This is an optimization exercise on Yosys and OpenROAD, whose aim is small area, not a production implementation.
Function was checked by simulation only, so behaviour that the tests miss may differ from the original.
Power and IR drop assume default switching activity. The clock port is modelled as an ideal driver; clocking choices that lean on that would not hold on a real chip.

$ cat design/flow/design.v
`default_nettype none
package sd_bus_pkg;
  localparam int CMD_FRAME_BITS    = 48;     
  localparam int RESP_PAYLOAD_BITS = 47;     
  localparam int CMD_PAD_CLKS      = 4;      
  localparam int SECTOR_WORDS      = 64;     
  localparam int WORD_BITS         = 64;
  localparam int SECTOR_NIBBLES    = 1024;   
  localparam int DATA_TAIL_CLKS    = 21;     
  typedef logic [5:0] buf_addr_t;            
endpackage
`default_nettype wire
`default_nettype none
package sd_cmd_pkg;
  localparam logic [5:0] CMD_GO_IDLE     = 6'd0;
  localparam logic [5:0] CMD_SEND_IF_COND = 6'd8;
  localparam logic [5:0] CMD_APP         = 6'd55;   
  localparam logic [5:0] ACMD_OP_COND    = 6'd41;
  localparam logic [5:0] CMD_SEND_RCA    = 6'd3;
  localparam logic [5:0] CMD_SELECT      = 6'd7;
  localparam logic [5:0] ACMD_BUS_WIDTH  = 6'd6;
  localparam logic [5:0] CMD_READ_MULTI  = 6'd18;
  localparam logic [5:0] CMD_STOP        = 6'd12;
  localparam logic [7:0]  CHECK_PATTERN = 8'hAA;
  localparam logic [31:0] ARG_IF_COND   = {20'h0, 4'h1, CHECK_PATTERN};   
  localparam logic [31:0] ARG_OP_COND   = 32'h4010_0000;   
  localparam logic [31:0] ARG_BUS4      = 32'h0000_0002;   
  localparam int OCR_READY_BIT = 39;   
  localparam int RCA_MSB       = 39;   
  typedef enum logic [3:0] {
    SEQ_IDLE,
    SEQ_CMD0,
    SEQ_CMD8,
    SEQ_APP41,
    SEQ_ACMD41,
    SEQ_CMD3,
    SEQ_CMD7,
    SEQ_APP6,
    SEQ_ACMD6,
    SEQ_READY,    
    SEQ_CMD18,
    SEQ_DATA,
    SEQ_CMD12
  } seq_state_t;
endpackage
`default_nettype wire
`timescale 1ns/100ps
`default_nettype none
module sd_clock_gen #(
  parameter int unsigned CLK_DIV_SLOW = 125,   
  parameter int unsigned CLK_DIV_FAST = 2
) (
  input  wire  clk_100mhz,
  input  wire  reset_ah,
  input  wire  run_i,
  input  wire  fast_i,
  output logic sdclk_o,
  output logic rise_o,
  output logic fall_o
);
  localparam int CNT_W = $clog2(CLK_DIV_SLOW + 1);
  logic [CNT_W-1:0] cnt_q;
  logic [CNT_W-1:0] half_m1;
  logic             tick;
  assign half_m1 = fast_i ? CNT_W'(CLK_DIV_FAST - 1) : CNT_W'(CLK_DIV_SLOW - 1);
  assign tick    = (run_i || sdclk_o) && (cnt_q >= half_m1);   
  assign rise_o  = tick && !sdclk_o;
  assign fall_o  = tick && sdclk_o;
  always_ff @(posedge clk_100mhz) begin
    if (reset_ah) begin
      cnt_q    <= '0;
      sdclk_o  <= 1'b0;
    end else if (tick) begin
      cnt_q    <= '0;
      sdclk_o  <= !sdclk_o;
    end else if (run_i || sdclk_o) begin
      cnt_q    <= cnt_q + 1'b1;
    end else begin
      cnt_q    <= '0;   
    end
  end
endmodule
`default_nettype wire
`timescale 1ns/100ps
`default_nettype none
module sd_cmd_engine (
  input  wire         clk_100mhz,
  input  wire         reset_ah,
  input  wire         cmd_start_i,
  input  wire         data_start_i,
  input  wire  [5:0]  cmd_index_i,
  input  wire  [31:0] cmd_arg_i,
  input  wire         no_resp_i,
  input  wire         rs_en_i,
  input  wire         rise_i,
  input  wire         fall_i,
  input  wire         cmd_i,
  input  wire         dat0_i,
  output logic        busy_o,
  output logic        cmd_o,
  output logic        cmd_oe_o,
  output logic        done_o,
  output logic        ok_o,
  output logic [15:0] rs_o,         
  output logic        chk_ok_o,     
  output logic        nib_en_o,
  output logic        wr_en_o,
  output logic [5:0]  wr_idx_o,
  output logic        sector_done_o
);
  typedef enum logic [2:0] {E_IDLE, E_TX, E_WAIT, E_RESP, R_WAIT, R_DATA, R_TAIL} eng_state_t;
  eng_state_t  state_q;
  logic [15:0] cnt_q;
  logic [6:0]  crc_q;
  logic [63:0] frame_lut;   
  logic        fb;
  function automatic logic [6:0] crc7_step(input logic [6:0] crc, input logic din);
    logic fbk;
    fbk = crc[6] ^ din;
    crc7_step = {crc[5:0], fbk} ^ {3'b000, fbk, 3'b000};
  endfunction
  always_comb begin
    logic [39:0] frame;
    frame     = {2'b01, cmd_index_i, cmd_arg_i};
    frame_lut = '0;
    for (int c = 4; c < 44; c++) frame_lut[c] = frame[43 - c];
  end
  assign fb = frame_lut[cnt_q[5:0]];
  assign busy_o        = (state_q != E_IDLE);
  assign nib_en_o      = (state_q == R_DATA) && rise_i;
  assign wr_en_o       = nib_en_o && (cnt_q[3:0] == 4'hF);
  assign wr_idx_o      = cnt_q[9:4];
  always_ff @(posedge clk_100mhz) begin
    if (reset_ah) begin
      state_q       <= E_IDLE;
      cmd_oe_o      <= 1'b0;
      done_o        <= 1'b0;
      sector_done_o <= 1'b0;
    end else begin
      done_o        <= 1'b0;
      sector_done_o <= nib_en_o && (cnt_q[9:0] == 10'd1023);
      case (state_q)
        E_IDLE: begin
          cnt_q <= '0;
          crc_q <= '0;
          if (cmd_start_i) state_q <= E_TX;
          else if (data_start_i) state_q <= R_WAIT;
        end
        E_TX: begin
          if (fall_i) begin
            cnt_q <= cnt_q + 1'b1;
            if (cnt_q[5:0] == 6'd52) begin
              cmd_oe_o <= 1'b0;
              cnt_q    <= '0;
              if (no_resp_i) begin
                state_q <= E_IDLE;
                done_o  <= 1'b1;
                ok_o    <= 1'b1;
              end else begin
                state_q <= E_WAIT;
              end
            end else if (cnt_q[5:0] >= 6'd4) begin
              cmd_oe_o <= 1'b1;
              if (cnt_q[5:0] < 6'd44) begin
                cmd_o <= fb;
                crc_q <= crc7_step(crc_q, fb);
              end else if (cnt_q[5:0] < 6'd51) begin
                cmd_o <= crc_q[6];
                crc_q <= {crc_q[5:0], 1'b0};
              end else begin
                cmd_o <= 1'b1;
              end
            end
          end
        end
        E_WAIT: begin
          if (rise_i) begin
            cnt_q <= cnt_q + 1'b1;
            if (!cmd_i) begin
              state_q <= E_RESP;
              cnt_q   <= '0;
            end else if (cnt_q[5:0] == 6'd63) begin
              state_q <= E_IDLE;
              done_o  <= 1'b1;
              ok_o    <= 1'b0;
            end
          end
        end
        E_RESP: begin
          if (rise_i) begin
            cnt_q <= cnt_q + 1'b1;
            if (cnt_q[5:0] == 6'd46) begin
              state_q <= E_IDLE;
              done_o  <= 1'b1;
              ok_o    <= 1'b1;
            end
          end
        end
        R_WAIT: begin
          if (rise_i) begin
            cnt_q <= cnt_q + 1'b1;
            if (!dat0_i) begin
              state_q <= R_DATA;
              cnt_q   <= '0;
            end else if (cnt_q == 16'd49999) begin
              state_q <= E_IDLE;
              done_o  <= 1'b1;
              ok_o    <= 1'b0;
            end
          end
        end
        R_DATA: begin
          if (rise_i) begin
            cnt_q <= cnt_q + 1'b1;
            if (cnt_q[9:0] == 10'd1023) begin
              state_q <= R_TAIL;
              cnt_q   <= '0;
            end
          end
        end
        default: begin   
          if (fall_i) begin
            cnt_q <= cnt_q + 1'b1;
            if (cnt_q[4:0] == 5'd20) begin
              state_q <= E_IDLE;
              done_o  <= 1'b1;
              ok_o    <= 1'b1;
            end
          end
        end
      endcase
    end
  end
  always_ff @(posedge clk_100mhz) begin
    if (state_q == E_RESP && rise_i) begin
      if (rs_en_i && cnt_q[5:0] < 6'd23) rs_o <= {rs_o[14:0], cmd_i};
      if (cnt_q[5:0] >= 6'd31 && cnt_q[5:0] < 6'd39) begin
        chk_ok_o <= ((cnt_q[5:0] == 6'd31) | chk_ok_o) & (cmd_i == cnt_q[0]);
      end
    end
  end
endmodule
`default_nettype wire
`timescale 1ns/100ps
`default_nettype none
module sd_card_sequencer (
  input  wire         clk_100mhz,
  input  wire         reset_ah,
  input  wire         start_i,
  input  wire  [19:0] sector_pos_i,
  input  wire  [19:0] sector_count_i,
  input  wire         done_i,       
  input  wire         ok_i,         
  input  wire         chk_ok_i,     
  input  wire  [15:0] rs_i,         
  output logic        cmd_start_o,
  output logic        data_start_o,
  output logic [5:0]  cmd_index_o,
  output logic [31:0] cmd_arg_o,
  output logic        no_resp_o,
  output logic        rs_en_o,      
  output logic        fast_o,
  output logic        init_done_o,
  output logic        run_done_o
);
  localparam logic [3:0] S_IDLE   = 4'd0;
  localparam logic [3:0] S_CMD0   = 4'd1;
  localparam logic [3:0] S_CMD8   = 4'd2;
  localparam logic [3:0] S_APP41  = 4'd3;
  localparam logic [3:0] S_ACMD41 = 4'd4;
  localparam logic [3:0] S_CMD3   = 4'd5;
  localparam logic [3:0] S_CMD7   = 4'd6;
  localparam logic [3:0] S_APP6   = 4'd7;
  localparam logic [3:0] S_READY  = 4'd8;
  localparam logic [3:0] S_CMD18  = 4'd9;
  localparam logic [3:0] S_DATA   = 4'd10;
  localparam logic [3:0] S_CMD12  = 4'd11;
  localparam logic [3:0] S_ACMD6  = 4'd12;
  logic [3:0]  state_q;
  logic [3:0]  nxt_state;
  logic        pend_q;
  logic [19:0] cur_q;     
  logic [19:0] rem_q;     
  assign init_done_o = state_q[3] & ~state_q[2];
  assign fast_o      = state_q[3] | (state_q == S_APP6);
  assign no_resp_o   = (state_q == S_CMD0);
  assign rs_en_o     = ~state_q[3] & ~(state_q[2] & state_q[1]);
  always_comb begin
    cmd_index_o = 6'd0;
    cmd_arg_o   = '0;
    nxt_state   = state_q;
    case (state_q)
      S_CMD0: nxt_state = S_CMD8;
      S_CMD8: begin
        cmd_index_o = 6'd8;
        cmd_arg_o   = 32'h0000_01AA;
        if (ok_i && chk_ok_i) nxt_state = S_APP41;
      end
      S_APP41: begin
        cmd_index_o = 6'd55;
        if (ok_i) nxt_state = S_ACMD41;
      end
      S_ACMD41: begin
        cmd_index_o = 6'd41;
        cmd_arg_o   = 32'h4010_0000;
        nxt_state   = (ok_i && rs_i[15]) ? S_CMD3 : S_APP41;
      end
      S_CMD3: begin
        cmd_index_o = 6'd3;
        if (ok_i) nxt_state = S_CMD7;
      end
      S_CMD7: begin
        cmd_index_o = 6'd7;
        cmd_arg_o   = {rs_i, 16'h0};
        if (ok_i) nxt_state = S_APP6;
      end
      S_APP6: begin
        cmd_index_o = 6'd55;
        cmd_arg_o   = {rs_i, 16'h0};
        if (ok_i) nxt_state = S_ACMD6;
      end
      S_ACMD6: begin
        cmd_index_o = 6'd6;
        cmd_arg_o   = 32'h0000_0002;
        nxt_state   = ok_i ? S_READY : S_APP6;
      end
      S_CMD18: begin
        cmd_index_o = 6'd18;
        cmd_arg_o   = {12'h0, cur_q};
        if (ok_i) nxt_state = S_DATA;
      end
      S_CMD12: begin
        cmd_index_o = 6'd12;
        if (ok_i) nxt_state = S_READY;
      end
      default: nxt_state = state_q;
    endcase
  end
  always_ff @(posedge clk_100mhz) begin
    if (reset_ah) begin
      state_q      <= S_IDLE;
      pend_q       <= 1'b0;
      cmd_start_o  <= 1'b0;
      data_start_o <= 1'b0;
      run_done_o   <= 1'b0;
    end else begin
      cmd_start_o  <= 1'b0;
      data_start_o <= 1'b0;
      run_done_o   <= 1'b0;
      case (state_q)
        S_IDLE: begin
          if (start_i) state_q <= S_CMD0;
        end
        S_READY: begin
          if (start_i && sector_count_i != '0) begin
            cur_q   <= sector_pos_i;
            rem_q   <= sector_count_i;
            state_q <= S_CMD18;
          end
        end
        S_DATA: begin
          if (!pend_q) begin
            data_start_o <= 1'b1;
            pend_q       <= 1'b1;
          end else if (done_i) begin
            pend_q <= 1'b0;
            if (!ok_i) begin
              state_q <= S_CMD18;
            end else begin
              cur_q <= cur_q + 20'd1;
              if (rem_q == 20'd1) state_q <= S_CMD12;
              else rem_q <= rem_q - 20'd1;
            end
          end
        end
        default: begin
          if (!pend_q) begin
            cmd_start_o <= 1'b1;
            pend_q      <= 1'b1;
            if (state_q == S_CMD12) begin
              run_done_o <= rem_q[0];   
              rem_q[0]   <= 1'b0;
            end
          end else if (done_i) begin
            pend_q  <= 1'b0;
            state_q <= nxt_state;
          end
        end
      endcase
    end
  end
endmodule
`default_nettype wire
`timescale 1ns/100ps
`default_nettype none
module sd_sector_rx (
  input  wire         clk_100mhz,
  input  wire         reset_ah,
  input  wire         nib_en_i,     
  input  wire         wr_en_i,      
  input  wire  [5:0]  wr_idx_i,
  input  wire  [3:0]  dat_i,
  input  wire  [5:0]  buf_addr_i,
  output logic [63:0] buf_data_o
);
  logic [59:0]   nib_q;      
  logic [63:0]   pend_q;     
  logic          pv_q;
  logic [5:0]    pidx_q;
  logic [5:0]    ph_q;
  logic [4095:0] ring_q;     
  logic [5:0]    slot_q;     
  logic          from_pend_q;
  logic          flush;
  logic [63:0]   word;
  logic [63:0]   onehot;
  always_comb begin
    for (int n = 0; n < 15; n++) begin
      word[8*(n/2) + ((n % 2 == 1) ? 0 : 4) +: 4] = nib_q[4*(14-n) +: 4];
    end
    word[59:56] = dat_i;
  end
  assign flush = pv_q && (pidx_q == ~ph_q);
  always_ff @(posedge clk_100mhz) begin
    if (reset_ah) begin
      pv_q <= 1'b0;
      ph_q <= '0;
    end else begin
      ph_q <= ph_q + 1'b1;
      if (wr_en_i) pv_q <= 1'b1;
      else if (flush) pv_q <= 1'b0;
    end
  end
  always_ff @(posedge clk_100mhz) begin
    if (nib_en_i) nib_q <= {nib_q[55:0], dat_i};
    if (wr_en_i) begin
      pend_q <= word;
      pidx_q <= wr_idx_i;
    end
    ring_q      <= {ring_q[4031:0], flush ? pend_q : ring_q[4095:4032]};
    slot_q      <= buf_addr_i + ph_q + 6'd1;
    from_pend_q <= pv_q && (pidx_q == buf_addr_i) && !wr_en_i;
  end
  always_comb begin
    for (int k = 0; k < 64; k++) onehot[k] = (slot_q == 6'(k)) && !from_pend_q;
    buf_data_o = {64{from_pend_q}} & pend_q;
    for (int k = 0; k < 64; k++) buf_data_o = buf_data_o | ({64{onehot[k]}} & ring_q[64*k +: 64]);
  end
endmodule
`default_nettype wire
`timescale 1ns/100ps
`default_nettype none
module sdio_burst_reader #(
  parameter int unsigned CLK_DIV_SLOW = 125,    
  parameter int unsigned CLK_DIV_FAST = 2       
) (
  input  wire         clk_100mhz,
  input  wire         reset_ah,
  input  wire         start_i,
  input  wire  [19:0] sector_pos_i,
  input  wire  [19:0] sector_count_i,
  input  wire  sd_bus_pkg::buf_addr_t buf_addr_i,
  output logic [sd_bus_pkg::WORD_BITS-1:0] buf_data_o,
  output logic        init_done_o,
  output logic        sector_done_o,
  output logic        run_done_o,
  output logic        sdclk_o,
  output logic        cmd_o,
  output logic        cmd_oe_o,
  input  wire         cmd_i,
  input  wire  [3:0]  dat_i
);
  logic        cmd_start;
  logic        data_start;
  logic [5:0]  cmd_index;
  logic [31:0] cmd_arg;
  logic        no_resp;
  logic        rs_en;
  logic        done;
  logic        ok;
  logic [15:0] rs;
  logic        chk_ok;
  logic        fast;
  logic        rise;
  logic        fall;
  logic        busy;
  logic        nib_en;
  logic        wr_en;
  logic [5:0]  wr_idx;
  sd_card_sequencer seq0 (
    .clk_100mhz, .reset_ah, .start_i, .sector_pos_i, .sector_count_i,
    .done_i(done), .ok_i(ok), .chk_ok_i(chk_ok), .rs_i(rs),
    .cmd_start_o(cmd_start), .data_start_o(data_start),
    .cmd_index_o(cmd_index), .cmd_arg_o(cmd_arg), .no_resp_o(no_resp), .rs_en_o(rs_en),
    .fast_o(fast), .init_done_o, .run_done_o
  );
  sd_clock_gen #(.CLK_DIV_SLOW(CLK_DIV_SLOW), .CLK_DIV_FAST(CLK_DIV_FAST)) clk0 (
    .clk_100mhz, .reset_ah, .run_i(busy), .fast_i(fast),
    .sdclk_o, .rise_o(rise), .fall_o(fall)
  );
  sd_cmd_engine eng0 (
    .clk_100mhz, .reset_ah, .cmd_start_i(cmd_start), .data_start_i(data_start),
    .cmd_index_i(cmd_index), .cmd_arg_i(cmd_arg), .no_resp_i(no_resp), .rs_en_i(rs_en),
    .rise_i(rise), .fall_i(fall), .cmd_i, .dat0_i(dat_i[0]),
    .busy_o(busy), .cmd_o, .cmd_oe_o, .done_o(done), .ok_o(ok),
    .rs_o(rs), .chk_ok_o(chk_ok), .nib_en_o(nib_en), .wr_en_o(wr_en), .wr_idx_o(wr_idx),
    .sector_done_o
  );
  sd_sector_rx buf0 (
    .clk_100mhz, .reset_ah, .nib_en_i(nib_en), .wr_en_i(wr_en), .wr_idx_i(wr_idx),
    .dat_i, .buf_addr_i, .buf_data_o
  );
endmodule
`default_nettype wire
$ cat design/flow/run.sh
#!/bin/bash
# synth_recipe.tcl (not shown) runs the flow's synth.tcl, then flattens the netlist and writes it again
# the make line also repeats each setting of config.mk as NAME=value (left out here)
make -C /OpenROAD-flow-scripts/flow DESIGN_CONFIG=/design/flow/config.mk WORK_HOME=/design/flow/orfs CLKGATE_MAP_FILE= SYNTH_SCRIPT=/design/flow/synth_recipe.tcl finish
$ cat design/flow/config.mk
export PLATFORM = sky130hd
export DESIGN_NAME = sdio_burst_reader
export DESIGN_NICKNAME = sdio_burst_reader
export VERILOG_FILES = /design/flow/design.v
export SDC_FILE = /design/flow/constraint.sdc
export NUM_CORES = 4
export LEC_CHECK = 0
export CAP_MARGIN = 20
export CORE_MARGIN = 2
export CORE_UTILIZATION = 40
export SLEW_MARGIN = 20
$ cat design/flow/constraint.sdc
create_clock -name core_clock -period 10.0 [get_ports {clk_100mhz}]
set_input_delay 2.0000 -clock core_clock [delete_from_list [all_inputs] [get_ports {clk_100mhz}]]
set_output_delay 2.0000 -clock core_clock [all_outputs]
set_load 0.01 [all_outputs]
==> flow_summary_export.csv, run 1 <==
group,metric,value,unit
outcome,outcome,"finished clean",
drt,drc,0,
cts,cts_root_buf,"clkbuf_16",
timing,fin_worst_skew,0.107,ns
synthesis,yosysSeqAreaShare,0.752,
synthesis,synth_flop_cell,"dfxtp_1",
timing,rsz0062_at_grt,"no",
drt,wl_per_cell,35.8,µm
synthesis,yosysTopAreaCellShare,0.698,
drt,via_per_inst,6.26,
cells_and_area,postLayoutCoreUtil,0.470,
synthesis,synth_commonest_cells,"4,132 x dfxtp_1, 1,585 x a22oi_1, 419 x nand2_1, 240 x buf_2, 212 x edfxtp_1",
setup_path,crit_path_end_kind,"output pin",
place,place_ws,2.51,ns
floorplan,die_area,300000,µm²
synthesis,synth_edf_count,212,
cts,ctsHtreeMaxLevel,5,
timing,drv_slew,0,
place,routabilityCongestion,0.939,
timing,hold_viol_final,0,
synthesis,ys_ff_latch,4344,
grt,grt.total_usage,0.305,
timing,fin_tns_setup,0,ns
setup_path,r2r_slack,4.97,ns
grt,grt_pass1_wl,648,mm
timing,finalWorstSetupSlack,1.31,ns
cells_and_area,num-nets-final,9081,
cts,clkTransAtPathRegs,0.07,ns
timing,slew_headroom,0.136,
floorplan,die_w,548,µm
worst_hold_path,worstHoldPathType,"flop to flop",
drt,routed_wirelength,475,mm
drt,num_vias,83023,
cells_and_area,area_growth,16.8,%
floorplan,die_height,548,µm
synthesis,yosys_warnings,4,
synthesis,syn_area,118000,µm²
place,dp_cells,12523,
setup_path,critical_path.most_common_cell,"buf_4",
setup_path,crit_required,8.00,ns
synthesis,yosysTopAreaCell,"dfxtp_1",
cts,cts_made_buffers,400,
timing,period_minus_slack,8.69,ns
floorplan,ios,124,
setup_path,arrival,6.69,ns
floorplan,rows,199,
cts,hold_buffers,0,
grt,first_global_vias,81389,
cts,cts_resized,0,
synthesis,ys_top_cells_by_area,"dfxtp_1 70%, a22oi_1 10%, edfxtp_1 5.4%",
floorplan,core-area,294000,µm²
grt,grt-ovfl-total,0,
drt,drt_iter0_markers,14004,
synthesis,synth_area_per_cell,13.5,µm²
setup_path,cpMaxStageDelayCell,"nand4b_1",
cells_and_area,drive_above_1_share,0.114,
setup_path,crit_fanout,40,
power_and_ir_drop,ir_worst_vdd,0.163,mV
place,port_buffers,123,
cts,cts_buffer_depth,4,
floorplan,initial_core_util,0.402,
synthesis,synthesis.nets,8865,
setup_path,cp_cell_sequence,"nand4b_1 -> buf_4 -> nor2_4 -> buf_4 -> buf_4 -> a22oi_1 -> nand4_1 -> nor3_1 -> o21ai_0 -> clkdlybuf4s50_1",
grt,grt_max_degree,83,
flow_run,max_cap_violations,0,
cts,cts.sinks,4344,
drt,dr.pass1.iters,7,
synthesis,synth_cell_type_count,89,
timing,report.final.setup_viol,0,
timing,clock.fmax,115,MHz
setup_path,slowest_delay,0.95,ns
drt,ant_nets,0,
setup_path,startpoint_type,"flop",
cells_and_area,fin_cells,13262,
power_and_ir_drop,cellLeakagePower,51.2,nW
setup_path,worstSetupPathType,"flop to output pin",
cts,tritoncts,"done",
synthesis,synth_async_sr_flop_share,0,
synthesis,syn_inst,8790,
timing,worst_pin_slew,1.29,ns
power_and_ir_drop,fin_total_pwr,35.4,mW
cts,cts_setup_buffers,0,
grt,antenna_found_initial,39,
timing,final.period_utilization,0.869,
cts,clk_latency,0.95,ns
synthesis,synth.most_common_cell,"dfxtp_1",
power_and_ir_drop,powerDensity,256,nW/µm²
place,hpwl,271,mm
worst max-delay path, delay by kind of cell, from the launching register on:
kind,cells,cell delay (ns)
AO/OA/AOI/OAI,2,0.52
buffers and inverters,4,2.48
flip-flops,1,0.94
AND/OR/NAND/NOR,4,1.73
logic make-up (layout without fill, tap and decap cells):
logic type	after synthesis	after routing	synth area share
compound gates	2448	2448	0.156
xor+xnor	78	78	0.00577
fa+ha+maj	21	21	0.00228
buf+inv	548	1086	0.0221
flops	4344	4344	0.752
mux	88	88	0.00892
other cells	0	15	0
simple gates	1263	1263	0.0533
worst paths after layout:
check               startpoint           endpoint  cells after the start
max reg2reg    seq0.state_q[2]    buf0.pend_q[49]                     12
min          buf0.ring_q[1662]  buf0.ring_q[1726]                      0
min reg2reg  buf0.ring_q[1662]  buf0.ring_q[1726]                      0
max             buf0.slot_q[3]     buf_data_o[18]                     10
stage by stage:
stage	hold slack, ns	instance area (µm²)
after floorplan	0.323	118000
after global placement	0.332	124000
after detailed placement	0.335	125000
after CTS	0.269	138000
after global routing	0.270	138000
final	0.259	138000
registers in the layout, indices dropped and copies added (netlist names), 3 cells and up:
signal / count
buf0.ring_q: 4096
seq0.cur_q: 20
seq0.rem_q: 20
buf0.slot_q: 6
buf0.pend_q: 64
eng0.rs_o: 16
eng0.cnt_q: 16
eng0.state_q: 3
clk0.cnt_q: 7
buf0.pidx_q: 6
buf0.ph_q: 6
eng0.crc_q: 7
seq0.state_q: 4
buf0.nib_q: 60
layer usage:
| metal | GRT usage | share of wire | routed length (µm) |
|---|---|---|---|
| met5 | 0.00475 | 0.00079 | 376 |
| met4 | 0.176 | 0.073 | 34600 |
| met3 | 0.0904 | 0.14 | 66800 |
| met2 | 0.448 | 0.41 | 197000 |
| met1 | 0.398 | 0.37 | 177000 |
cell type report:
type | instances | area, µm²
Fill cell | 25731 | 156000
Clock buffer | 556 | 11500
Timing Repair Buffer | 339 | 3110
Inverter | 23 | 88.8
Multi-Input combinational cell | 3898 | 27400
Clock inverter | 168 | 2170
Tap cell | 3919 | 4900
Antenna cell | 15 | 37.5
Sequential cell | 4344 | 89100
cells in the final DEF, fill, tap and decap left out, types with 76 or more instances in the layout:
| cell | n |
|---|---|
| o22ai_1 | 82 |
| a221oi_1 | 95 |
| o21ai_0 | 89 |
| nand3_1 | 91 |
| a222oi_1 | 148 |
| nand2_1 | 419 |
| clkbuf_8 | 76 |
| clkinv_2 | 81 |
| nor3_1 | 106 |
| edfxtp_1 | 212 |
| a22o_1 | 165 |
| nand4_1 | 172 |
| nor4_1 | 101 |
| nor2_1 | 155 |
| buf_4 | 197 |
| dfxtp_1 | 4126 |
| clkbuf_16 | 409 |
| clkdlybuf4s50_1 | 123 |
| a22oi_1 | 1585 |
| a21oi_1 | 138 |
power breakdown:
group | internal (mW) | switching (mW)
combinational | 0.352 | 1.50
clock | 9.19 | 6.75
sequential | 17.5 | 0.134
total | 27.0 | 8.38
==> run 2, diff against run 1 <==
--- a/design/flow/design.v
+++ b/design/flow/design.v
@@ -93,3 +93,2 @@
   input  wire         no_resp_i,
-  input  wire         rs_en_i,
   input  wire         rise_i,
@@ -103,3 +102,3 @@
   output logic        ok_o,
-  output logic [15:0] rs_o,         
+  output logic        resp_shift_o,   
   output logic        chk_ok_o,     
@@ -107,3 +106,3 @@
   output logic        wr_en_o,
-  output logic [5:0]  wr_idx_o,
+  output logic [5:0]  pend_idx_o,     
   output logic        sector_done_o
@@ -131,3 +130,4 @@
   assign wr_en_o       = nib_en_o && (cnt_q[3:0] == 4'hF);
-  assign wr_idx_o      = cnt_q[9:4];
+  assign pend_idx_o    = (cnt_q[9:4] - 6'd1) | {6{state_q == R_TAIL}};
+  assign resp_shift_o  = (state_q == E_RESP) && rise_i && (cnt_q[5:0] < 6'd23);
   always_ff @(posedge clk_100mhz) begin
@@ -235,3 +235,2 @@
     if (state_q == E_RESP && rise_i) begin
-      if (rs_en_i && cnt_q[5:0] < 6'd23) rs_o <= {rs_o[14:0], cmd_i};
       if (cnt_q[5:0] >= 6'd31 && cnt_q[5:0] < 6'd39) begin
@@ -254,3 +253,4 @@
   input  wire         chk_ok_i,     
-  input  wire  [15:0] rs_i,         
+  input  wire         resp_bit_i,   
+  input  wire         resp_shift_i,
   output logic        cmd_start_o,
@@ -260,3 +260,2 @@
   output logic        no_resp_o,
-  output logic        rs_en_o,      
   output logic        fast_o,
@@ -286,3 +285,4 @@
   assign no_resp_o   = (state_q == S_CMD0);
-  assign rs_en_o     = ~state_q[3] & ~(state_q[2] & state_q[1]);
+  logic rs_en;   
+  assign rs_en       = ~state_q[3] & ~(state_q[2] & state_q[1]);
   always_comb begin
@@ -305,3 +305,3 @@
         cmd_arg_o   = 32'h4010_0000;
-        nxt_state   = (ok_i && rs_i[15]) ? S_CMD3 : S_APP41;
+        nxt_state   = (ok_i && cur_q[15]) ? S_CMD3 : S_APP41;
       end
@@ -313,3 +313,3 @@
         cmd_index_o = 6'd7;
-        cmd_arg_o   = {rs_i, 16'h0};
+        cmd_arg_o   = {cur_q[15:0], 16'h0};
         if (ok_i) nxt_state = S_APP6;
@@ -318,3 +318,3 @@
         cmd_index_o = 6'd55;
-        cmd_arg_o   = {rs_i, 16'h0};
+        cmd_arg_o   = {cur_q[15:0], 16'h0};
         if (ok_i) nxt_state = S_ACMD6;
@@ -339,2 +339,3 @@
   always_ff @(posedge clk_100mhz) begin
+    if (rs_en && resp_shift_i) cur_q[15:0] <= {cur_q[14:0], resp_bit_i};
     if (reset_ah) begin
@@ -400,3 +401,3 @@
   input  wire         wr_en_i,      
-  input  wire  [5:0]  wr_idx_i,
+  input  wire  [5:0]  pend_idx_i,   
   input  wire  [3:0]  dat_i,
@@ -408,3 +409,2 @@
   logic          pv_q;
-  logic [5:0]    pidx_q;
   logic [5:0]    ph_q;
@@ -422,3 +422,3 @@
   end
-  assign flush = pv_q && (pidx_q == ~ph_q);
+  assign flush = pv_q && (pend_idx_i == ~ph_q);
   always_ff @(posedge clk_100mhz) begin
@@ -435,14 +435,21 @@
     if (nib_en_i) nib_q <= {nib_q[55:0], dat_i};
-    if (wr_en_i) begin
-      pend_q <= word;
-      pidx_q <= wr_idx_i;
-    end
+    if (wr_en_i) pend_q <= word;
     ring_q      <= {ring_q[4031:0], flush ? pend_q : ring_q[4095:4032]};
     slot_q      <= buf_addr_i + ph_q + 6'd1;
-    from_pend_q <= pv_q && (pidx_q == buf_addr_i) && !wr_en_i;
+    from_pend_q <= pv_q && (pend_idx_i == buf_addr_i) && !wr_en_i;
   end
+  logic [7:0] hi, lo;
   always_comb begin
-    for (int k = 0; k < 64; k++) onehot[k] = (slot_q == 6'(k)) && !from_pend_q;
+    for (int k = 0; k < 8; k++) begin
+      hi[k] = (slot_q[5:3] == 3'(k)) && !from_pend_q;
+      lo[k] = (slot_q[2:0] == 3'(k));
+    end
+    onehot = '0;
     buf_data_o = {64{from_pend_q}} & pend_q;
-    for (int k = 0; k < 64; k++) buf_data_o = buf_data_o | ({64{onehot[k]}} & ring_q[64*k +: 64]);
+    for (int h = 0; h < 8; h++) begin
+      logic [63:0] g;
+      g = '0;
+      for (int l = 0; l < 8; l++) g = g | ({64{lo[l]}} & ring_q[64*(8*h+l) +: 64]);
+      buf_data_o = buf_data_o | ({64{hi[h]}} & g);
+    end
   end
@@ -477,6 +484,5 @@
   logic        no_resp;
-  logic        rs_en;
   logic        done;
   logic        ok;
-  logic [15:0] rs;
+  logic        resp_shift;
   logic        chk_ok;
@@ -488,8 +494,8 @@
   logic        wr_en;
-  logic [5:0]  wr_idx;
+  logic [5:0]  pend_idx;
   sd_card_sequencer seq0 (
     .clk_100mhz, .reset_ah, .start_i, .sector_pos_i, .sector_count_i,
-    .done_i(done), .ok_i(ok), .chk_ok_i(chk_ok), .rs_i(rs),
+    .done_i(done), .ok_i(ok), .chk_ok_i(chk_ok), .resp_bit_i(cmd_i), .resp_shift_i(resp_shift),
     .cmd_start_o(cmd_start), .data_start_o(data_start),
-    .cmd_index_o(cmd_index), .cmd_arg_o(cmd_arg), .no_resp_o(no_resp), .rs_en_o(rs_en),
+    .cmd_index_o(cmd_index), .cmd_arg_o(cmd_arg), .no_resp_o(no_resp),
     .fast_o(fast), .init_done_o, .run_done_o
@@ -502,6 +508,6 @@
     .clk_100mhz, .reset_ah, .cmd_start_i(cmd_start), .data_start_i(data_start),
-    .cmd_index_i(cmd_index), .cmd_arg_i(cmd_arg), .no_resp_i(no_resp), .rs_en_i(rs_en),
+    .cmd_index_i(cmd_index), .cmd_arg_i(cmd_arg), .no_resp_i(no_resp),
     .rise_i(rise), .fall_i(fall), .cmd_i, .dat0_i(dat_i[0]),
     .busy_o(busy), .cmd_o, .cmd_oe_o, .done_o(done), .ok_o(ok),
-    .rs_o(rs), .chk_ok_o(chk_ok), .nib_en_o(nib_en), .wr_en_o(wr_en), .wr_idx_o(wr_idx),
+    .resp_shift_o(resp_shift), .chk_ok_o(chk_ok), .nib_en_o(nib_en), .wr_en_o(wr_en), .pend_idx_o(pend_idx),
     .sector_done_o
@@ -509,3 +515,3 @@
   sd_sector_rx buf0 (
-    .clk_100mhz, .reset_ah, .nib_en_i(nib_en), .wr_en_i(wr_en), .wr_idx_i(wr_idx),
+    .clk_100mhz, .reset_ah, .nib_en_i(nib_en), .wr_en_i(wr_en), .pend_idx_i(pend_idx),
     .dat_i, .buf_addr_i, .buf_data_o
==> design/flow/flow/run.sh (new file) <==
#!/bin/bash
# Standard layout (the standard.sh) with three changes:
#  - the sector buffer's read multiplexer in the synthesised netlist is re-mapped by
#    flow/rdmux.py (registers untouched; checked equivalent with yosys before use);
#  - clock tree: clkbuf_16 leaf clusters of up to 25 sinks, no dummy loads;
#  - port buffers are buf_1 cells.
# Each tool's output goes to a log of its own in this folder.
set -euo pipefail
RES=orfs/results/${FLOW_PLATFORM}/sdio_burst_reader/base
LIB=${FLOW_HOME}/platforms/${FLOW_PLATFORM}/lib/sky130_fd_sc_hd__tt_025C_1v80.lib
KNOBS=(
  "CTS_ARGS=-sink_clustering_enable -repair_clock_nets -dont_use_dummy_load -sink_clustering_size 25 -sink_clustering_max_diameter 80 -buf_list sky130_fd_sc_hd__clkbuf_16"
  "BUFFER_PORTS_ARGS=-buffer_cell sky130_fd_sc_hd__buf_1"
)

bash standard.sh "${KNOBS[@]}" synth > run_synth.log 2>&1
cp $RES/1_2_yosys.v $RES/1_2_yosys.std.v
if python3 flow/rdmux.py $RES/1_2_yosys.std.v $RES/1_2_yosys.mux.v > run_rdmux.log 2>&1 \
  && sed -e "s|@LIB@|$LIB|" -e "s|@STD@|$RES/1_2_yosys.std.v|" -e "s|@MUX@|$RES/1_2_yosys.mux.v|" \
       flow/eq.ys > run_eq.ys \
  && yosys -q run_eq.ys -l run_eq.log > /dev/null 2>&1; then
  echo "read multiplexer re-mapped" >> run_rdmux.log
  cp $RES/1_2_yosys.mux.v $RES/1_2_yosys.v
  rm -f $RES/1_synth.odb $RES/1_synth.sdc
else
  echo "re-mapping failed, keeping the standard netlist" >> run_rdmux.log
fi
bash standard.sh "${KNOBS[@]}" finish > run_layout.log 2>&1
==> design/flow/flow/eq.ys (new file) <==
# the re-mapped netlist must do what the standard one does (registers paired by name)
read_liberty -ignore_miss_func @LIB@
read_verilog @STD@
rename sdio_burst_reader gold
read_verilog @MUX@
rename sdio_burst_reader gate
flatten
proc
equiv_make gold gate equiv
hierarchy -top equiv
equiv_simple
equiv_status -assert
==> design/flow/flow/rdmux.py (new file) <==
#!/usr/bin/env python3
"""Re-map the sector buffer's read multiplexer in the standard synthesis netlist.

The read port is buf_data_o = OR over slots k of (slot_q == k & !from_pend_q) & ring_q[64k+j],
plus from_pend_q & pend_q[j]. ABC maps it with a mix of cells; here the whole fan-in cone of
buf_data_o (up to the registers) is replaced by a one-hot decoder and, per output bit, 22
and-or-invert cells (a222oi) reduced by a nand/nor tree. Registers are left untouched.

usage: rdmux.py IN.v OUT.v
"""
import re
import sys

OUT_PINS = {"Z", "Q", "Y", "COUT_N", "Q_N", "GCLK", "COUT", "X", "HI", "LO", "SUM"}
SC = "sky130_fd_sc_hd__"


def main(src, dst):
    text = open(src).read()
    m = re.search(r"^module sdio_burst_reader\(.*?\);\n", text, re.M | re.S)
    start = m.end()
    end = text.rindex("endmodule")
    body = text[start:end]
    # split body into declarations and instances
    inst_re = re.compile(r"^  (\S+) (\\\S+ |\S+) \((.*?)\n  \);\n", re.M | re.S)
    insts = []
    for im in inst_re.finditer(body):
        ctype, name, conns = im.group(1), im.group(2), im.group(3)
        pins = {}
        for pm in re.finditer(r"\.(\w+)\(((?:\\\S+ )|[^()]*?)\)", conns):
            pins[pm.group(1)] = pm.group(2).strip()
        insts.append(dict(type=ctype, name=name, pins=pins, span=(im.start(), im.end())))
    other = inst_re.sub("", body)
    if re.search(r"^\s*assign", other, re.M):
        raise SystemExit("netlist has assign statements")
    drv = {}
    loads = {}
    for i, c in enumerate(insts):
        for p, n in c["pins"].items():
            if p in OUT_PINS:
                drv[n] = i
            else:
                loads.setdefault(n, []).append(i)

    def is_seq(c):
        return c["type"].startswith(SC + "df") or c["type"].startswith(SC + "edf")

    outs = [f"buf_data_o[{j}]" for j in range(64)]
    cone = set()
    stack = [drv[n] for n in outs]
    while stack:
        i = stack.pop()
        if i in cone or is_seq(insts[i]):
            continue
        cone.add(i)
        for p, n in insts[i]["pins"].items():
            if p not in OUT_PINS and n in drv:
                stack.append(drv[n])
    # cells of the cone that something outside it still needs
    needed = set()
    stack = []
    for i, c in enumerate(insts):
        if i in cone:
            continue
        for p, n in c["pins"].items():
            if p not in OUT_PINS and n in drv and drv[n] in cone:
                stack.append(drv[n])
    while stack:
        i = stack.pop()
        if i in needed:
            continue
        needed.add(i)
        for p, n in insts[i]["pins"].items():
            if p not in OUT_PINS and n in drv and drv[n] in cone:
                stack.append(drv[n])
    delete = cone - needed

    # register outputs the new multiplexer reads, found by register name
    def q_of(reg):
        for c in insts:
            if c["name"].startswith("\\" + reg + "$_") and is_seq(c):
                return c["pins"]["Q"]
        raise SystemExit("register not found: " + reg)

    qnet = {}
    for c in insts:
        if is_seq(c):
            nm = c["name"].split("$_")[0].lstrip("\\")
            qnet[nm] = c["pins"]["Q"]

    def reg(nm):
        if nm not in qnet:
            raise SystemExit("register not found: " + nm)
        return qnet[nm]

    ring = [reg(f"buf0.ring_q[{i}]") for i in range(4096)]
    pend = [reg(f"buf0.pend_q[{j}]") for j in range(64)]
    slot = [reg(f"buf0.slot_q[{k}]") for k in range(6)]
    fp = reg("buf0.from_pend_q")

    new = []
    wires = []
    cnt = [0]

    def w(prefix):
        cnt[0] += 1
        nm = f"rdmux_{prefix}_{cnt[0]}"
        wires.append(nm)
        return nm

    def cell(ctype, pins):
        cnt[0] += 1
        conns = ",\n".join(f"    .{p}({n} )" if n.startswith("\\") else f"    .{p}({n})"
                           for p, n in pins.items())
        new.append(f"  {SC}{ctype} rdmux_c{cnt[0]} (\n{conns}\n  );\n")

    # decoder: sel[k] = (slot == k) & !fp, sel[64] = fp
    slot_n = []
    for k in range(6):
        y = w("sn")
        cell("inv_1", {"A": slot[k], "Y": y})
        slot_n.append(y)
    fp_n = w("fpn")
    cell("inv_1", {"A": fp, "Y": fp_n})

    def lit(b, v):
        return slot[b] if v else slot_n[b]

    hn = []
    for h in range(8):
        y = w("hn")
        cell("nand3_1", {"A": lit(5, h >> 2 & 1), "B": lit(4, h >> 1 & 1), "C": lit(3, h & 1), "Y": y})
        hn.append(y)
    ln = []
    for l in range(8):
        y = w("ln")
        cell("nand4_1", {"A": lit(2, l >> 2 & 1), "B": lit(1, l >> 1 & 1), "C": lit(0, l & 1), "D": fp_n, "Y": y})
        ln.append(y)
    sel = []
    for k in range(64):
        y = w("sel")
        cell("nor2_1", {"A": hn[k >> 3], "B": ln[k & 7], "Y": y})
        sel.append(y)
    sel.append(fp)

    for j in range(64):
        data = [ring[64 * k + j] for k in range(64)] + [pend[j]]
        pairs = list(zip(sel, data))
        g = []
        for t in range(0, 65, 3):
            grp = pairs[t:t + 3]
            y = w("g")
            if len(grp) == 3:
                cell("a222oi_1", {"A1": grp[0][0], "A2": grp[0][1], "B1": grp[1][0], "B2": grp[1][1],
                                  "C1": grp[2][0], "C2": grp[2][1], "Y": y})
            else:
                cell("a22oi_1", {"A1": grp[0][0], "A2": grp[0][1], "B1": grp[1][0], "B2": grp[1][1], "Y": y})
            g.append(y)
        # 22 active-low group outputs -> 6 active-high
        h = []
        for t in range(0, 20, 4):
            y = w("h")
            cell("nand4_1", {"A": g[t], "B": g[t + 1], "C": g[t + 2], "D": g[t + 3], "Y": y})
            h.append(y)
        y = w("h")
        cell("nand2_1", {"A": g[20], "B": g[21], "Y": y})
        h.append(y)
        n0 = w("n")
        cell("nor3_1", {"A": h[0], "B": h[1], "C": h[2], "Y": n0})
        n1 = w("n")
        cell("nor3_1", {"A": h[3], "B": h[4], "C": h[5], "Y": n1})
        cell("nand2_1", {"A": n0, "B": n1, "Y": f"buf_data_o[{j}]"})

    # rebuild the body
    keep_text = []
    pos = 0
    for i, c in enumerate(insts):
        s, e = c["span"]
        keep_text.append(body[pos:s])
        if i not in delete:
            keep_text.append(body[s:e])
        pos = e
    keep_text.append(body[pos:])
    newbody = "".join(keep_text)
    decl = "".join(f"  wire {x};\n" for x in wires)
    out = text[:start] + decl + newbody + "".join(new) + text[end:]
    open(dst, "w").write(out)
    print(f"rdmux: cone {len(cone)} cells, kept {len(needed)}, deleted {len(delete)}, added {len(new)}",
          file=sys.stderr)


if __name__ == "__main__":
    main(sys.argv[1], sys.argv[2])
==> design/flow/standard.sh (new file) <==
#!/bin/bash
# synth_recipe.tcl (not shown) runs the flow's synth.tcl, then flattens the netlist and writes it again
# the make line also repeats each setting of config.mk as NAME=value (left out here)
make -C /OpenROAD-flow-scripts/flow DESIGN_CONFIG=/design/flow/config.mk WORK_HOME=/design/flow/orfs CLKGATE_MAP_FILE= SYNTH_SCRIPT=/design/flow/synth_recipe.tcl "${@:-finish}"
--- a/design/flow/config.mk
+++ b/design/flow/config.mk
@@ -9,3 +9,3 @@
 export CORE_MARGIN = 2
-export CORE_UTILIZATION = 40
+export CORE_UTILIZATION = 65
 export SLEW_MARGIN = 20
removed: design/flow/run.sh
==> run 2 against run 1 <==
Against the previous run:
- still clean on timing, DRC and antenna
- wire length decreased by 34%
- area after synthesis fell by 6.2%
- utilization is 24 points higher
- combinational power down 53%
- largest cell class unchanged
- largest power group unchanged
- highest routed layer unchanged
==> flow_summary_export.csv, run 2 <==
group,metric,value,unit
timing,hold_viol_final,0,
floorplan,die_w,417,µm
cts,cts.sinks,4322,
synthesis,synth_area_per_cell,15.4,µm²
drt,drt_iter0_markers,13735,
cts,ctsHtreeMaxLevel,4,
setup_path,crit_required,8.00,ns
place,hpwl,185,mm
setup_path,crit_fanout,35,
power_and_ir_drop,powerDensity,222,nW/µm²
floorplan,ios,124,
setup_path,r2r_cells,10,
setup_path,path_depth,10,
synthesis,syn_inst,7220,
drt,num_vias,69343,
floorplan,core-area,170000,µm²
cells_and_area,top_regs,"buf0.ring_q (4096), buf0.pend_q (64), buf0.nib_q (60)",
cts,clkTransAtPathRegs,0.09,ns
cells_and_area,final_common_cell,"dfxtp_1",
place,routabilityCongestion,0.856,
timing,rsz0062_at_grt,"no",
drt,routed_wirelength,316,mm
place,port_buffers,123,
grt,grt.total_usage,0.353,
cells_and_area,drive_above_1_share,0.0621,
setup_path,worst-path-buf-inv,4,
timing,report.final.setup_viol,0,
synthesis,syn_area,111000,µm²
timing,final.period_utilization,0.759,
setup_path,cp_top_family,"simple AND/OR/NAND/NOR gates",
setup_path,cpMaxStageDelayCell,"nor2_4",
setup_path,startpoint,"buf0.from_pend_q",
power_and_ir_drop,cellLeakagePower,43.9,nW
cts,hold_buffers,0,
timing,drv_slew,0,
setup_path,cp_cell_sequence,"inv_1 -> nand4_1 -> nor2_4 -> buf_4 -> buf_4 -> a222oi_1 -> nand4_1 -> nor3_1 -> nand2_1 -> buf_1",
cts,tritoncts,"done",
setup_path,slowest_delay,1.01,ns
grt,antenna_found_initial,9,
setup_path,r2r_slack,5.18,ns
floorplan,die_area,174000,µm²
worst_hold_path,worstHoldPathType,"flop to flop",
timing,fin_worst_skew,0.0985,ns
grt,grt-ovfl-total,0,
setup_path,crit_path_end,"buf_data_o[31]",
cells_and_area,num-nets-final,7679,
setup_path,r2r_end,"buf0.pend_q[10]",
drt,drc,0,
timing,slew_headroom,0.142,
drt,wl_per_cell,32.2,µm
timing,worst_pin_slew,1.29,ns
cts,cts_resized,0,
floorplan,die_height,417,µm
outcome,outcome,"finished clean",
power_and_ir_drop,ir_worst_vdd,0.196,mV
power_and_ir_drop,fin_total_pwr,26.8,mW
setup_path,r2r_start,"seq0.state_q[2]",
setup_path,startpoint_type,"flop",
setup_path,arrival,5.59,ns
cells_and_area,fillers,11519,
timing,fin_tns_setup,0,ns
grt,grt_max_degree,60,
drt,ant_nets,0,
setup_path,crit_path_end_kind,"output pin",
grt,first_global_vias,67562,
timing,clock.fmax,132,MHz
cts,clk_latency,0.88,ns
cells_and_area,largest_register_ffs,4096,
drt,via_per_inst,7.06,
cts,cts_buffer_depth,3,
floorplan,rows,151,
cts,cts_root_buf,"clkbuf_16",
cts,cts_made_buffers,193,
timing,period_minus_slack,7.59,ns
drt,dr.pass1.iters,14,
cells_and_area,area_growth,8.38,%
cts,cts_setup_buffers,0,
grt,grt_pass1_wl,457,mm
floorplan,initial_core_util,0.655,
setup_path,worstSetupPathType,"flop to output pin",
synthesis,synthesis.nets,7300,
cells_and_area,layout_common_cells,"4,147 x dfxtp_1, 1,344 x a222oi_1, 341 x nand4_1",
cells_and_area,regMostFlops,"buf0.ring_q",
synthesis,yosys_warnings,4,
flow_run,max_cap_violations,0,
==> run 2: cell types whose count changed in the layout (fill, tap and decap cells not counted), moves of 78 or more <==
| cell | previous run | this run |
|---|---|---|
| clkbuf_16 | 409 | 193 |
| clkdlybuf4s50_1 | 123 | 0 |
| a221oi_1 | 95 | 2 |
| a22o_1 | 165 | 1 |
| a22oi_1 | 1585 | 69 |
| clkinv_2 | 81 | 1 |
| buf_1 | 0 | 123 |
| a222oi_1 | 148 | 1344 |
| buf_4 | 197 | 119 |
| nor4_1 | 101 | 19 |
| o22ai_1 | 82 | 1 |
| nand4_1 | 172 | 341 |
| a21oi_1 | 138 | 43 |
| nand2_1 | 419 | 214 |
==> run 2: worst register-to-register path: stages (launching register included) <==
cell      delay, ns
dfxtp_1        0.87
nand2_1        0.27
o21bai_1       0.65
ha_1           0.22
or3b_1         0.10
a21oi_1        0.06
nor2b_1        0.19
o211a_1        0.20
nand3_1        0.21
nor2_4         0.73
buf_4          0.89
==> run 2: where the power goes <==
part	internal, mW	switching [mW]	total [mW]	leakage, nW
clock network	3.45	4.96	8.41	2.38
registers	17.4	0.114	17.5	35.0
logic	0.216	0.658	0.874	6.57
==> run 2: per-layer routing <==
layer  wire length, µm  part of all wire  global-route usage
met1            127000              0.40               0.499
met2            141000              0.45               0.549
met3             35100              0.11              0.0676
met4             11900             0.038               0.124
met5                13          0.000041                   0
==> run 2: stage by stage <==
step | utilization | instances | worst slack (ns) | cell area, µm² | hold slack, ns
after floorplan | - | 7220 | 3.97 | 111000 | 0.330
after global routing | 0.710 | 9816 | 2.50 | 120000 | 0.329
after CTS | 0.710 | 9814 | 2.59 | 120000 | 0.322
after global placement | 0.681 | 9617 | 3.59 | 115000 | 0.333
after detailed placement | 0.681 | 9621 | 3.53 | 116000 | 0.334
final | 0.710 | 9817 | 2.41 | 120000 | 0.318
==> run 2: cell type report <==
cell class                 instances  area, µm²  share of cell area
inverter                          31        118            0.000977
tap                             2218       2780              0.0230
sequential                      4322      88300               0.733
multi-input combinational       2803      22900               0.191
timing repair buffer             248       1480              0.0123
clock buffer                     193       4830              0.0401
antenna                            2       5.00           0.0000416
==> run 2: worst min path at each step <==
stage                     cells after the start           endpoint  slack [ns]              start
after global routing                          0  buf0.ring_q[3508]        0.33  buf0.ring_q[3444]
final                                         0  buf0.ring_q[1259]        0.32  buf0.ring_q[1195]
after CTS                                     0  buf0.ring_q[3211]        0.32  buf0.ring_q[3147]
after floorplan                               0   buf0.ring_q[100]        0.33    buf0.ring_q[36]
after detailed placement                      0  buf0.ring_q[1822]        0.33  buf0.ring_q[1758]
after global placement                        0  buf0.ring_q[3216]        0.33  buf0.ring_q[3152]
==> run 3, diff against run 2 <==
--- a/design/flow/flow/run.sh
+++ b/design/flow/flow/run.sh
@@ -4,3 +4,3 @@
 #    flow/rdmux.py (registers untouched; checked equivalent with yosys before use);
-#  - clock tree: clkbuf_16 leaf clusters of up to 25 sinks, no dummy loads;
+#  - clock tree: clkbuf_16 leaf clusters of up to 28 sinks, no dummy loads;
 #  - port buffers are buf_1 cells.
@@ -11,3 +11,3 @@
 KNOBS=(
-  "CTS_ARGS=-sink_clustering_enable -repair_clock_nets -dont_use_dummy_load -sink_clustering_size 25 -sink_clustering_max_diameter 80 -buf_list sky130_fd_sc_hd__clkbuf_16"
+  "CTS_ARGS=-sink_clustering_enable -repair_clock_nets -dont_use_dummy_load -sink_clustering_size 28 -sink_clustering_max_diameter 100 -buf_list sky130_fd_sc_hd__clkbuf_16"
   "BUFFER_PORTS_ARGS=-buffer_cell sky130_fd_sc_hd__buf_1"
--- a/design/flow/config.mk
+++ b/design/flow/config.mk
@@ -9,3 +9,3 @@
 export CORE_MARGIN = 2
-export CORE_UTILIZATION = 65
+export CORE_UTILIZATION = 70
 export SLEW_MARGIN = 20
==> run 3 against run 2 <==
Against the previous run:
- die area decreased by 7.1%
- first-iteration DRC count increased by 1.3%
- area after synthesis unchanged
- combinational power decreased by 2%
- via count decreased by 0.92%
- worst setup slack improved by 0.26 ns
- critical path depth unchanged
- critical path type unchanged
- hold slack got worse by 0.0031 ns
- final cell count decreased by 1.8%
- critical endpoint is now buf_data_o[45]
==> flow_summary_export.csv, run 3 <==
group,metric,value,unit
cells_and_area,drive_above_1_share,0.0583,
synthesis,syn_area,111000,µm²
cells_and_area,top_regs,"buf0.ring_q (4096), buf0.pend_q (64), buf0.nib_q (60)",
timing,worst_pin_slew,1.26,ns
timing,report.final.setup_viol,0,
grt,first_global_vias,67215,
floorplan,die_w,402,µm
floorplan,die_height,402,µm
cts,cts_buffer_depth,3,
floorplan,die_area,162000,µm²
drt,num_vias,68706,
synthesis,syn_inst,7220,
synthesis,synth_area_per_cell,15.4,µm²
drt,drt_iter0_markers,13919,
setup_path,r2r_cells,11,
worst_hold_path,worstHoldPathType,"flop to flop",
setup_path,crit_fanout,30,
outcome,outcome,"finished clean",
setup_path,cp_top_family,"simple AND/OR/NAND/NOR gates",
power_and_ir_drop,cellLeakagePower,43.7,nW
cts,cts_root_buf,"clkbuf_16",
timing,drv_slew,0,
setup_path,crit_required,8.00,ns
cts,tritoncts,"done",
power_and_ir_drop,powerDensity,219,nW/µm²
cts,clkTransAtPathRegs,0.10,ns
drt,routed_wirelength,302,mm
floorplan,ios,124,
grt,grt.total_usage,0.364,
drt,dr.pass1.iters,13,
cells_and_area,layout_common_cells,"4,147 x dfxtp_1, 1,344 x a222oi_1, 341 x nand4_1",
setup_path,cp_cell_sequence,"inv_1 -> nand4_1 -> nor2_4 -> buf_4 -> buf_4 -> a222oi_1 -> nand4_1 -> nor3_1 -> nand2_1 -> buf_1",
grt,grt_pass1_wl,442,mm
cells_and_area,num-nets-final,7649,
cells_and_area,regMostFlops,"buf0.ring_q",
flow_run,max_cap_violations,0,
setup_path,crit_path_end_kind,"output pin",
cells_and_area,fillers,9827,
cts,clk_latency,0.84,ns
setup_path,slowest_delay,0.83,ns
grt,grt_max_degree,65,
drt,drc,0,
place,hpwl,172,mm
floorplan,core-area,158000,µm²
cts,cts.sinks,4322,
drt,via_per_inst,7.13,
timing,final.period_utilization,0.733,
cts,cts_made_buffers,172,
setup_path,worst-path-buf-inv,4,
grt,grt-ovfl-total,0,
synthesis,yosys_warnings,4,
timing,fin_tns_setup,0,ns
timing,rsz0062_at_grt,"no",
setup_path,r2r_end,"buf0.pend_q[14]",
timing,slew_headroom,0.162,
setup_path,crit_path_end,"buf_data_o[45]",
synthesis,synthesis.nets,7300,
power_and_ir_drop,fin_total_pwr,26.3,mW
power_and_ir_drop,ir_worst_vdd,0.205,mV
cts,cts_resized,0,
grt,antenna_found_initial,14,
setup_path,r2r_slack,5.56,ns
setup_path,arrival,5.33,ns
cells_and_area,largest_register_ffs,4096,
cells_and_area,area_growth,7.81,%
floorplan,rows,146,
cts,cts_setup_buffers,0,
timing,fin_worst_skew,0.0593,ns
worst_hold_path,hold_start,"buf0.ring_q[1869]",
place,routabilityCongestion,0.859,
setup_path,startpoint_type,"flop",
floorplan,initial_core_util,0.703,
drt,ant_nets,0,
setup_path,startpoint,"buf0.from_pend_q",
timing,period_minus_slack,7.33,ns
setup_path,worstSetupPathType,"flop to output pin",
setup_path,r2r_start,"seq0.state_q[2]",
cells_and_area,final_common_cell,"dfxtp_1",
cts,hold_buffers,0,
timing,clock.fmax,136,MHz
setup_path,path_depth,10,
timing,hold_viol_final,0,
place,port_buffers,123,
setup_path,cpMaxStageDelayCell,"nor2_4",
drt,wl_per_cell,31.4,µm
cts,ctsHtreeMaxLevel,4,
==> run 3: worst min path at each step <==
| stage | to | slack [ns] | cells after the start |
|---|---|---|---|
| after CTS | buf0.ring_q[1933] | 0.30 | 0 |
| final | buf0.ring_q[1933] | 0.31 | 0 |
| after global routing | buf0.ring_q[64] | 0.32 | 0 |
| after floorplan | buf0.ring_q[100] | 0.33 | 0 |
| after detailed placement | buf0.ring_q[2759] | 0.33 | 0 |
| after global placement | buf0.ring_q[473] | 0.33 | 0 |
==> run 3: power breakdown <==
group | leakage (nW) | total, mW | switching (mW) | internal, mW
Clock | 2.12 | 7.95 | 4.85 | 3.10
Sequential | 35.0 | 17.5 | 0.114 | 17.4
Combinational | 6.57 | 0.859 | 0.640 | 0.220
==> run 3: per-stage QoR <==
stage / hold slack [ns] / utilization / instance area [µm²] / setup WS (ns) / std cells
floorplan: 0.330 / - / 111000 / 3.97 / 7220
global placement: 0.331 / 0.729 / 115000 / 3.69 / 9455
detailed placement: 0.334 / 0.731 / 115000 / 3.67 / 9466
CTS: 0.302 / 0.758 / 120000 / 2.81 / 9638
global route: 0.324 / 0.758 / 120000 / 2.62 / 9639
finish: 0.315 / 0.758 / 120000 / 2.67 / 9641
==> run 3: final cells by class <==
cell class                 instances  area, µm²  area share
sequential                      4322      88300       0.737
multi-input combinational       2803      22900       0.192
clock buffer                     172       4300      0.0359
tap                             2072       2590      0.0216
timing repair buffer             239       1570      0.0131
inverter                          31        118    0.000982
antenna                            2       5.00   0.0000418
==> run 3: routing by layer <==
metal | wire length, µm | GRT usage | vias to the layer above
met5 | 35 | 0 | -
met4 | 13600 | 0.148 | 6
met3 | 35900 | 0.0761 | 642
met2 | 131000 | 0.543 | 4245
met1 | 122000 | 0.522 | 34136
li1 | - | - | 29677
==> run 4, diff against run 3 <==
--- a/design/flow/config.mk
+++ b/design/flow/config.mk
@@ -7,5 +7,5 @@
 export LEC_CHECK = 0
-export CAP_MARGIN = 20
+export CAP_MARGIN = 5
 export CORE_MARGIN = 2
 export CORE_UTILIZATION = 70
-export SLEW_MARGIN = 20
+export SLEW_MARGIN = 5
==> run 4 against run 3 <==
Against the previous run:
- still clean
- worst setup slack worse by 0.076 ns
- register-to-register slack better by 0.02 ns
- utilization is 0.21 points lower
- clock skew is 0.0020 ns higher
- via count hardly changed
- design area is 0.28% lower
- final cell count is 0.10% lower
- sequential share of layout area is 0.20 points higher
- flip-flop and latch count stayed put
- clock-buffer cell count stayed put
- area after synthesis stayed put
- highest routed layer unchanged
==> flow_summary_export.csv, run 4 <==
group,metric,value,unit
drt,num_vias,68646,
setup_path,crit_fanout,35,
setup_path,arrival,5.41,ns
grt,grt.total_usage,0.362,
setup_path,worstSetupPathType,"flop to output pin",
timing,final.period_utilization,0.741,
floorplan,rows,146,
floorplan,initial_core_util,0.703,
timing,drv_slew,0,
flow_run,max_cap_violations,0,
cells_and_area,regMostFlops,"buf0.ring_q",
cells_and_area,num-nets-final,7637,
place,port_buffers,123,
place,routabilityCongestion,0.859,
place,hpwl,170,mm
drt,dr.pass1.iters,13,
timing,hold_viol_final,0,
cts,clk_latency,0.84,ns
drt,routed_wirelength,301,mm
worst_hold_path,worstHoldPathType,"flop to flop",
outcome,outcome,"finished clean",
cells_and_area,layout_common_cells,"4,147 x dfxtp_1, 1,344 x a222oi_1, 341 x nand4_1",
drt,via_per_inst,7.13,
cts,ctsHtreeMaxLevel,4,
cells_and_area,top_regs,"buf0.ring_q (4096), buf0.pend_q (64), buf0.nib_q (60)",
drt,drc,0,
setup_path,startpoint_type,"flop",
setup_path,crit_path_end_kind,"output pin",
floorplan,die_height,402,µm
synthesis,synthesis.nets,7300,
power_and_ir_drop,ir_worst_vdd,0.207,mV
cts,clkTransAtPathRegs,0.10,ns
drt,wl_per_cell,31.3,µm
timing,fin_worst_skew,0.0614,ns
cells_and_area,fin_cells,9631,
floorplan,die_w,402,µm
timing,period_minus_slack,7.41,ns
timing,rsz0062_at_grt,"no",
floorplan,core-area,158000,µm²
drt,drt_iter0_markers,13871,
cells_and_area,area_growth,7.51,%
cts,cts.sinks,4322,
cells_and_area,drive_above_1_share,0.0565,
cts,cts_made_buffers,172,
timing,slew_headroom,0.0575,
cts,cts_resized,0,
floorplan,die_area,162000,µm²
timing,worst_pin_slew,1.41,ns
floorplan,ios,124,
grt,grt_max_degree,65,
cts,hold_buffers,0,
cells_and_area,final_common_cell,"dfxtp_1",
grt,first_global_vias,67072,
synthesis,syn_area,111000,µm²
drt,ant_nets,0,
power_and_ir_drop,powerDensity,220,nW/µm²
grt,grt-ovfl-total,0,
timing,report.final.setup_viol,0,
cells_and_area,largest_register_ffs,4096,
grt,grt_pass1_wl,441,mm
grt,antenna_found_initial,15,
cts,cts_root_buf,"clkbuf_16",
setup_path,crit_required,8.00,ns
place,dp_cells,9455,
timing,clock.fmax,135,MHz
synthesis,yosys_warnings,4,
synthesis,syn_inst,7220,
cts,tritoncts,"done",
cts,cts_setup_buffers,0,
synthesis,synth_area_per_cell,15.4,µm²
power_and_ir_drop,cellLeakagePower,43.5,nW
timing,fin_tns_setup,0,ns
cts,cts_buffer_depth,3,
-- run 4: worst paths after layout --
kind / cells past startpoint / from / end / slack [ns]
worst max-delay path: 9 / buf0.from_pend_q / buf_data_o[45] / 2.59
worst min-delay path: 0 / buf0.ring_q[3977] / buf0.ring_q[4041] / 0.31
worst max register to register: 11 / seq0.state_q[2] / buf0.pend_q[20] / 5.58
worst min register to register: 0 / buf0.ring_q[3977] / buf0.ring_q[4041] / 0.31
-- run 4: layer usage --
layer,share of wire,vias to the layer above,wire length (µm),track usage
met3,0.12,604,34900,0.0726
met2,0.43,4193,130000,0.537
met5,0.000023,-,7,0
met4,0.043,2,13100,0.154
li1,-,29638,-,-
met1,0.41,34209,123000,0.524
-- run 4: through the flow --
stage | util | setup slack [ns] | hold slack [ns] | power [mW] | instance area [µm²]
after detailed placement | 0.729 | 3.55 | 0.334 | 18.7 | 115000
after CTS | 0.756 | 2.66 | 0.309 | 26.3 | 119000
after global routing | 0.756 | 2.57 | 0.321 | 26.9 | 119000
after floorplan | - | 3.97 | 0.330 | 18.3 | 111000
after global placement | 0.729 | 3.69 | 0.331 | 18.7 | 115000
final | 0.756 | 2.59 | 0.313 | 26.3 | 119000
-- run 4: final cells by class --
class	instances	area, µm²
Fill cell	9906	38500
Antenna cell	4	10.0
Multi-Input combinational cell	2803	22900
Tap cell	2072	2590
Sequential cell	4322	88300
Clock buffer	172	4300
Timing Repair Buffer	227	1240
Inverter	31	118
-- run 4: worst max-delay path, stage by stage, from the launching register on --
cell	delay, ns
dfxtp_4	0.48
inv_1	0.23
nand4_1	0.74
nor2_4	1.37
buf_4	0.82
a222oi_1	0.24
nand4_1	0.16
nor3_1	0.07
nand2_1	0.23
buf_1	0.21
-- run 4: where the power goes --
| group | switching, mW | internal, mW | total (mW) |
|---|---|---|---|
| Clock | 4.83 | 3.10 | 7.93 |
| Sequential | 0.114 | 17.4 | 17.5 |
| Combinational | 0.637 | 0.212 | 0.849 |
==> run 5, diff against run 4 <==
--- a/design/flow/config.mk
+++ b/design/flow/config.mk
@@ -7,5 +7,5 @@
 export LEC_CHECK = 0
-export CAP_MARGIN = 5
+export CAP_MARGIN = 0
 export CORE_MARGIN = 2
 export CORE_UTILIZATION = 70
-export SLEW_MARGIN = 5
+export SLEW_MARGIN = 0
==> run 5 against run 4 <==
Against the previous run:
- wire length unchanged
- clock-buffer cell count unchanged
- maximum frequency unchanged
- design area unchanged
- total power unchanged
- critical path type unchanged
- critical endpoint unchanged
- largest cell class unchanged
- highest routed layer unchanged
==> flow_summary_export.csv, run 5 <==
group,metric,value,unit
synthesis,synth_area_per_cell,15.4,µm²
cts,hold_buffers,0,
synthesis,syn_inst,7220,
cts,ctsHtreeMaxLevel,4,
place,port_buffers,123,
floorplan,rows,146,
setup_path,r2r_cells,11,
cts,cts_root_buf,"clkbuf_16",
cells_and_area,fillers,9906,
setup_path,crit_fanout,35,
worst_hold_path,hold_start,"buf0.ring_q[3977]",
setup_path,r2r_start,"seq0.state_q[2]",
timing,final.period_utilization,0.741,
power_and_ir_drop,cellLeakagePower,43.5,nW
floorplan,core-area,158000,µm²
setup_path,path_depth,9,
floorplan,die_height,402,µm
grt,first_global_vias,67072,
grt,grt-ovfl-total,0,
floorplan,initial_core_util,0.703,
cells_and_area,ff_latch_area,88300,µm²
grt,grt_pass1_wl,441,mm
drt,via_per_inst,7.13,
place,hpwl,170,mm
cells_and_area,regMostFlops,"buf0.ring_q",
cells_and_area,num-nets-final,7637,
timing,drv_slew,0,
synthesis,yosys_warnings,4,
setup_path,slowest_delay,1.37,ns
cts,cts_made_buffers,172,
setup_path,worstSetupPathType,"flop to output pin",
power_and_ir_drop,powerDensity,220,nW/µm²
timing,whs,0.313,ns
place,routabilityCongestion,0.859,
cts,tritoncts,"done",
outcome,outcome,"finished clean",
timing,report.final.setup_viol,0,
grt,antenna_found_initial,15,
timing,worst_pin_slew,1.41,ns
cts,cts_buffer_depth,3,
setup_path,cpMaxStageDelayCell,"nor2_4",
cells_and_area,drive_above_1_share,0.0565,
timing,fin_worst_skew,0.0614,ns
place,place_area,115000,µm²
cells_and_area,multi_input_area,22900,µm²
synthesis,synthesis.nets,7300,
drt,ant_nets,0,
worst_hold_path,holdPathEnd,"buf0.ring_q[4041]",
timing,hold_viol_final,0,
setup_path,crit_path_end_kind,"output pin",
setup_path,cp_top_family,"simple AND/OR/NAND/NOR gates",
drt,drt_iter0_markers,13871,
cells_and_area,final_common_cell,"dfxtp_1",
drt,routed_wirelength,301,mm
timing,rsz0062_at_grt,"no",
setup_path,worst-path-buf-inv,3,
timing,period_minus_slack,7.41,ns
flow_run,max_cap_violations,0,
drt,num_vias,68646,
cells_and_area,area_growth,7.51,%
setup_path,r2r_slack,5.58,ns
drt,drc,0,
cells_and_area,design_area,119000,µm²
setup_path,critical_path.most_common_cell,"nand4_1",
cts,cts.sinks,4322,
setup_path,r2r_end,"buf0.pend_q[20]",
setup_path,startpoint_type,"flop",
floorplan,ios,124,
cts,clkTransAtPathRegs,0.10,ns
setup_path,crit_required,8.00,ns
drt,dr.pass1.iters,13,
cts,clk_latency,0.84,ns
grt,grt.total_usage,0.362,
worst_hold_path,worstHoldPathType,"flop to flop",
timing,fin_tns_setup,0,ns
floorplan,die_area,162000,µm²
cells_and_area,layout_common_cells,"4,147 x dfxtp_1, 1,344 x a222oi_1, 341 x nand4_1",
setup_path,cp_cell_sequence,"inv_1 -> nand4_1 -> nor2_4 -> buf_4 -> a222oi_1 -> nand4_1 -> nor3_1 -> nand2_1 -> buf_1",
drt,wl_per_cell,31.3,µm
timing,slew_headroom,0.0575,
power_and_ir_drop,ir_worst_vdd,0.207,mV
cts,cts_resized,0,
timing,clock.fmax,135,MHz
cells_and_area,top_regs,"buf0.ring_q (4096), buf0.pend_q (64), buf0.nib_q (60)",
synthesis,syn_area,111000,µm²
cts,cts_setup_buffers,0,
worst_hold_path,hold_depth,0,
cells_and_area,postLayoutCoreUtil,0.756,
grt,grt_max_degree,65,
setup_path,arrival,5.41,ns
cells_and_area,largest_register_ffs,4096,
floorplan,die_w,402,µm
run 5: layout make-up:
cell class                      count  share of cell area
Clock buffer                      172              0.0360
Timing Repair Buffer              227              0.0104
Sequential cell                  4322               0.739
Multi-Input combinational cell   2803               0.192
Inverter                           31            0.000984
Antenna cell                        4           0.0000838
Tap cell                         2072              0.0217
run 5: metal layers:
layer  GRT usage  vias up  part of all wire
li1            -    29638                 -
met1       0.524    34209              0.41
met2       0.537     4193              0.43
met5           0        -          0.000023
met3      0.0726      604              0.12
met4       0.154        2             0.043
run 5: where the power goes:
group / switching (mW) / internal [mW] / leakage, nW
Combinational: 0.637 / 0.212 / 6.43
Clock: 4.83 / 3.10 / 2.12
Sequential: 0.114 / 17.4 / 35.0
run 5: how the worst max path moves through the flow:
stage / from / end / slack [ns]
after floorplan: buf0.from_pend_q / buf_data_o[0] / 3.97
after global placement: buf0.from_pend_q / buf_data_o[45] / 3.69
after detailed placement: buf0.from_pend_q / buf_data_o[45] / 3.55
after CTS: buf0.from_pend_q / buf_data_o[45] / 2.66
after global routing: buf0.from_pend_q / buf_data_o[45] / 2.57
final: buf0.from_pend_q / buf_data_o[45] / 2.59
run 5: stage by stage:
step	instances	setup WS [ns]	total power, mW
after floorplan	7220	3.97	18.3
after global placement	9455	3.69	18.7
after detailed placement	9455	3.55	18.7
after CTS	9627	2.66	26.3
after global routing	9628	2.57	26.9
final	9631	2.59	26.3

Setup slack of run 5, layout unchanged: 2.592 ns with ideal ports, 2.501 ns with driving cells assumed (clock clkbuf_16, inputs buf_2), 3.405 ns with port delays also shifted by the 0.904 ns mid clock arrival.
